This is an optimization exercise on Yosys and OpenROAD, whose aim is small area and a short achievable clock period, not a production implementation.
Where RTL was checked, it was by simulation tests only, not by an equivalence proof against the original.

Design mul_div_unit, start of the top module:
module mul_div_unit #(
    parameter int WIDTH   = 32,
    parameter int MUL_LAT = 5,
    parameter int DIV_LAT = 10
) (
    input  logic             clk,
    input  logic             reset,
    input  logic             start,
    input  logic [2:0]       op,
    input  logic [WIDTH-1:0] a,
    input  logic [WIDTH-1:0] b,
    input  logic             flush,
    output logic             busy,
    output logic             done,
    output logic [WIDTH-1:0] hi,
    output logic [WIDTH-1:0] lo
);
    logic [31:0] x;
    logic [33:0] ph;
    logic [31:0] pl;
    logic        f_div, f_sgn, neg_a;
    logic [3:0]  cnt;
    logic        run;             
    logic        m_last, d_first, d_last;    
    logic [34:0] xs;              
    logic        d_neg;           
    assign d_neg = f_sgn & x[31];
    assign xs    = {{3{d_neg}}, x};
    logic [34:0] ain [0:4];
    logic [34:0] pp  [0:3];
    logic [34:0] sum [0:3];
    logic [3:0]  qb, rneg;
    logic [3:0]  c_one, c_two, c_neg;
    assign ain[0] = {ph[33], ph};
    for (genvar k = 0; k < 4; k++) begin : g_row
        if (k == 0) begin : g_n0
            assign rneg[k] = c_neg[k];
        end else begin : g_nk
            assign rneg[k] = c_neg[k] ^ (f_div & ~qb[k-1]);
        end
  ...
==> flow/config.mk <==
export PLATFORM = sky130hd
export DESIGN_NAME = mul_div_unit
export DESIGN_NICKNAME = mul_div_unit
export VERILOG_FILES = /design/flow/design.v
export SDC_FILE = /design/flow/constraint.sdc
export NUM_CORES = 4
export LEC_CHECK = 0
export ABC_AREA = 1
export CAP_MARGIN = 20
export CORE_MARGIN = 2
export CORE_UTILIZATION = 65
export SLEW_MARGIN = 20
==> flow/constraint.sdc <==
create_clock -name core_clock -period 90.0 [get_ports {clk}]
set_input_delay 18.0000 -clock core_clock [delete_from_list [all_inputs] [get_ports {clk}]]
set_output_delay 18.0000 -clock core_clock [all_outputs]
set_load 0.01 [all_outputs]
standard.sh (not shown) runs the stock make flow with config.mk's settings and CLKGATE_MAP_FILE= SYNTH_SCRIPT=/design/flow/synth_recipe.tcl, a recipe that flattens the netlist after the stock synthesis.
==> flow/flow/run.sh <==
#!/bin/bash
# The standard layout (standard synthesis included), with the port
# buffers made from the smallest plain buffer, and a clock tree of
# clkbuf_8 under a clkbuf_16 root, without dummy loads.
set -euo pipefail
bash standard.sh \
  BUFFER_PORTS_ARGS="-buffer_cell sky130_fd_sc_hd__buf_1" \
  CTS_ARGS="-sink_clustering_enable -repair_clock_nets -root_buf sky130_fd_sc_hd__clkbuf_16 -buf_list sky130_fd_sc_hd__clkbuf_8 -sink_clustering_size 12 -dont_use_dummy_load" \
  finish > standard.log 2>&1
==> next run, changes <==
==> flow/flow/run.sh (replaced) <==
#!/bin/bash
set -euo pipefail
bash standard.sh \
  BUFFER_PORTS_ARGS="-buffer_cell sky130_fd_sc_hd__buf_1" \
  CTS_ARGS="-sink_clustering_enable -repair_clock_nets -buf_list sky130_fd_sc_hd__clkbuf_16 -sink_clustering_size 30 -sink_clustering_max_diameter 100 -dont_use_dummy_load" \
  SETUP_SLACK_MARGIN=71 \
  finish > standard.log 2>&1
=>
- The changed run finished clean
- fmax grows by 1.8%
- clock skew shrinks by 7.9 ps
- worst hold slack gets better by 4.8 ps
- global-route usage shrinks by 0.16 points
- sequential cell count stays the same
==> next run, changes <==
==> flow/flow/run.sh (replaced) <==
#!/bin/bash
set -euo pipefail
bash standard.sh \
  BUFFER_PORTS_ARGS="-buffer_cell sky130_fd_sc_hd__buf_1" \
  CTS_ARGS="-sink_clustering_enable -repair_clock_nets -buf_list sky130_fd_sc_hd__clkbuf_16 -dont_use_dummy_load" \
  SETUP_SLACK_MARGIN=71 \
  finish > standard.log 2>&1
=> Wire length stays the same. Clock-buffer cell count does not change. Cell count is unchanged.

v51:
Another version of the RTL of mul_div_unit (not shown whole).
Size: roughly 180 flip-flops, about 140 I/O pins, ~18000 sq um of cells after synthesis.
Design mul_div_unit, start of the top module:
module mul_div_unit #(
    parameter int WIDTH   = 32,
    parameter int MUL_LAT = 5,
    parameter int DIV_LAT = 10
) (
    input  logic             clk,
    input  logic             reset,
    input  logic             start,
    input  logic [2:0]       op,
    input  logic [WIDTH-1:0] a,
    input  logic [WIDTH-1:0] b,
    input  logic             flush,
    output logic             busy,
    output logic             done,
    output logic [WIDTH-1:0] hi,
    output logic [WIDTH-1:0] lo
);
clock: 90.0 ns
lec_check: 0
abc_area: 1
cap_margin: 20
core_margin: 2
core_utilization: 65
slew_margin: 20
==> flow/flow/run.sh <==
#!/bin/bash
set -euo pipefail
bash standard.sh \
  BUFFER_PORTS_ARGS="-buffer_cell sky130_fd_sc_hd__buf_1" \
  CTS_ARGS="-sink_clustering_enable -repair_clock_nets -buf_list sky130_fd_sc_hd__clkbuf_16 -sink_clustering_size 30 -sink_clustering_max_diameter 150 -sink_clustering_levels 1 -dont_use_dummy_load" \
  SETUP_SLACK_MARGIN=70.8 \
  finish > standard.log 2>&1
Relative to v51, the following input files were edited for v55:
==> flow/flow/run.sh <==
#!/bin/bash
set -euo pipefail
bash standard.sh \
  BUFFER_PORTS_ARGS="-buffer_cell sky130_fd_sc_hd__buf_1" \
  CTS_ARGS="-sink_clustering_enable -repair_clock_nets -buf_list sky130_fd_sc_hd__clkbuf_16 -dont_use_dummy_load" \
  SETUP_SLACK_MARGIN=70.8 \
  finish > standard.log 2>&1
### Flow results
Any difference in endpoint arrival time on the critical path between v55 and v51 is small enough to ignore. Reported for v55 and v51, number of inserted diodes turned out identical to the last digit. From v51 to v55, global-route usage did not move at all. From v55 to v51, per-cell routed wire length did not move at all. Count of non-CTS inverters in the layout came out exactly the same in v55 and v51.
The following lists how v13 was set up differently from v55:
==> flow/flow/run.sh <==
#!/bin/bash
set -euo pipefail
bash standard.sh \
  BUFFER_PORTS_ARGS="-buffer_cell sky130_fd_sc_hd__buf_1" \
  CTS_ARGS="-repair_clock_nets -buf_list sky130_fd_sc_hd__clkbuf_16 -dont_use_dummy_load" \
  SETUP_SLACK_MARGIN=70.8 \
  finish > standard.log 2>&1
Findings:
v13 finished all stages; the layout is clean.
Status: final-layout setup total negative slack parity (v13, v55)
The die area on v13 is in line with that on v55.
Re met3 demand-to-capacity share in global routing: no difference whatsoever between v55 and v13.
As far as post-cts resize count is concerned, v13 and v55 perform about the same.
Comparing v13 against v55, there is no change at all in horizontal extent of the die.

== P ==
Another version of the RTL of mul_div_unit (not shown whole).
For scale: roughly 2800 cells after synthesis, about 190 flip-flops, ~0.020 mm2 of cells after synthesis.
## mul_div_unit
module mul_div_unit #(
    parameter int WIDTH   = 32,
    parameter int MUL_LAT = 5,
    parameter int DIV_LAT = 10
) (
    input  logic             clk,
    input  logic             reset,
    input  logic             start,
    input  logic [2:0]       op,
    input  logic [WIDTH-1:0] a,
    input  logic [WIDTH-1:0] b,
    input  logic             flush,
    output logic             busy,
    output logic             done,
    output logic [WIDTH-1:0] hi,
    output logic [WIDTH-1:0] lo
);
    logic [31:0] x;
    logic [33:0] ph;
    logic [31:0] pl;
    logic        f_div, f_sgn, neg_a;
    logic [3:0]  cnt;
    logic        m_last, d_first, d_last;    
    logic [34:0] xs;              
    logic        d_neg;           
    assign d_neg = f_sgn & x[31];
    assign xs    = {{3{d_neg}}, x};
    logic [34:0] ain [0:4];
    logic [34:0] pp  [0:3];
    logic [34:0] sum [0:3];
    logic [3:0]  qb;
    logic [3:0]  c_one, c_two, c_neg;
  ...
clock: 90.0 ns
lec_check: 0
abc_area: 1
cap_margin: 20
core_margin: 2
core_utilization: 40
slew_margin: 20
==> flow/flow/run.sh <==
#!/bin/bash
# The standard layout (standard synthesis included), with the port
# buffers made from the smallest plain buffer instead of the default cell.
set -euo pipefail
bash standard.sh BUFFER_PORTS_ARGS="-buffer_cell sky130_fd_sc_hd__buf_1" finish > standard.log 2>&1
P reached the final stage; the timing, design-rule and antenna checks on its layout passed.
#### Input delta (Q over P)
==> flow/run.sh (new file) <==
#!/bin/bash
# synth_recipe.tcl (not shown) runs the flow's synth.tcl, then flattens the netlist and writes it again
# the make line also repeats each setting of config.mk as NAME=value (left out here)
make -C /OpenROAD-flow-scripts/flow DESIGN_CONFIG=/design/flow/config.mk WORK_HOME=/design/flow/orfs CLKGATE_MAP_FILE= SYNTH_SCRIPT=/design/flow/synth_recipe.tcl finish
removed: flow/flow/run.sh
removed: flow/standard.sh
### Flow results
Q finished every stage and its layout cleared the timing, design-rule and antenna checks.
Non-clock buffer count was higher in P than in Q.
Compared P against Q; via count within noise.
Of Q and P, it is Q that has the lower worst setup slack after layout.
No functional check of the RTL was part of any run of this note.

Another version of the RTL of mul_div_unit (not shown whole).
Size in the first run: roughly 2,400 cells after synthesis, about 180 flip-flops, ~140 I/O pins, ~0.018 mm^2 of cells after synthesis.
export LEC_CHECK = 0
export ABC_AREA = 1
export CAP_MARGIN = 20
export CORE_MARGIN = 2
export CORE_UTILIZATION = 78
export SLEW_MARGIN = 20
create_clock -name core_clock -period 90.0 [get_ports {clk}]
==> flow/flow/run.sh <==
#!/bin/bash
set -euo pipefail
bash standard.sh \
  BUFFER_PORTS_ARGS="-buffer_cell sky130_fd_sc_hd__buf_1" \
  CTS_ARGS="-sink_clustering_enable -repair_clock_nets -buf_list sky130_fd_sc_hd__clkbuf_16 -dont_use_dummy_load" \
  SETUP_SLACK_MARGIN=71 \
  finish > standard.log 2>&1
The starting point completed with no timing, DRC or antenna violations.
Change:
CORE_UTILIZATION = 65   (was 78)
Outcome:
- core utilization goes down by 13 points
- final area goes up slightly
- wire length goes up by a few percent
- count of clock-buffer cells in the layout does not change
- final cell count goes up by a few percent
- maximum frequency is about the same
- worst setup slack got worse by 0.0031 ns
- global-route usage goes down by 6.5 points
- area after synthesis does not change
Change:
--- a/flow/flow/run.sh
+++ b/flow/flow/run.sh
@@ -6 +6 @@
-  SETUP_SLACK_MARGIN=71 \
+  SETUP_SLACK_MARGIN=71.4 \
Outcome: Non-clock buffer count is higher by 50. Synthesized area does not change. Cell area is higher by a little under a tenth. Critical path depth is unchanged.

## separate check: timing with driven ports
Ports are ideal in the flow. The routed layouts listed here were re-timed in OpenROAD.
Step 1, drivers: a clkbuf_16 drives clk and a buf_2 each remaining input, both assumed.
Step 2 also shifts input and output timing later by t, the mid clock arrival at the registers, as if the neighbouring blocks saw the same clock.
a / b / c = ideal / step 1 / step 2; a / b = the first two.
run	t, ns	setup slack, ns	hold slack, ns	worst data-port slew with drivers (ns)
the first run of note 1	0.457	70.664 / 70.696 / 70.239	0.479 / 0.479 / 0.479	0.04
the second run of note 1	0.486	70.997 / 70.945 / 70.640	0.484 / 0.484 / 0.484	0.04
the third run of note 1	0.486	70.997 / 70.945 / 70.640	0.484 / 0.484 / 0.484	0.04
v51	0.491	70.942 / 70.891 / 70.535	0.480 / 0.480 / 0.480	0.04
v55	0.491	70.942 / 70.891 / 70.535	0.480 / 0.480 / 0.480	0.04
v13	0.491	70.942 / 70.891 / 70.535	0.480 / 0.480 / 0.480	0.04
P	0.554	70.517 / 70.462 / 70.238	0.474 / 0.474 / 0.474	0.04
Q	0.556	70.155 / 70.102 / 69.765	0.468 / 0.468 / 0.468	0.04
the first run of note 4	0.496	70.965 / 70.912 / 70.575	0.484 / 0.484 / 0.484	0.04
the second run of note 4	0.495	70.961 / 70.908 / 70.598	0.483 / 0.483 / 0.483	0.04
the third run of note 4	0.504	70.978 / 70.922 / 70.683	0.448 / 0.448 / 0.448	0.07
After both steps every run listed still meets setup and hold. The setup slack of the first run of note 1, which loses most, moves by +0.032 ns with the drivers and by -0.425 ns with both steps.
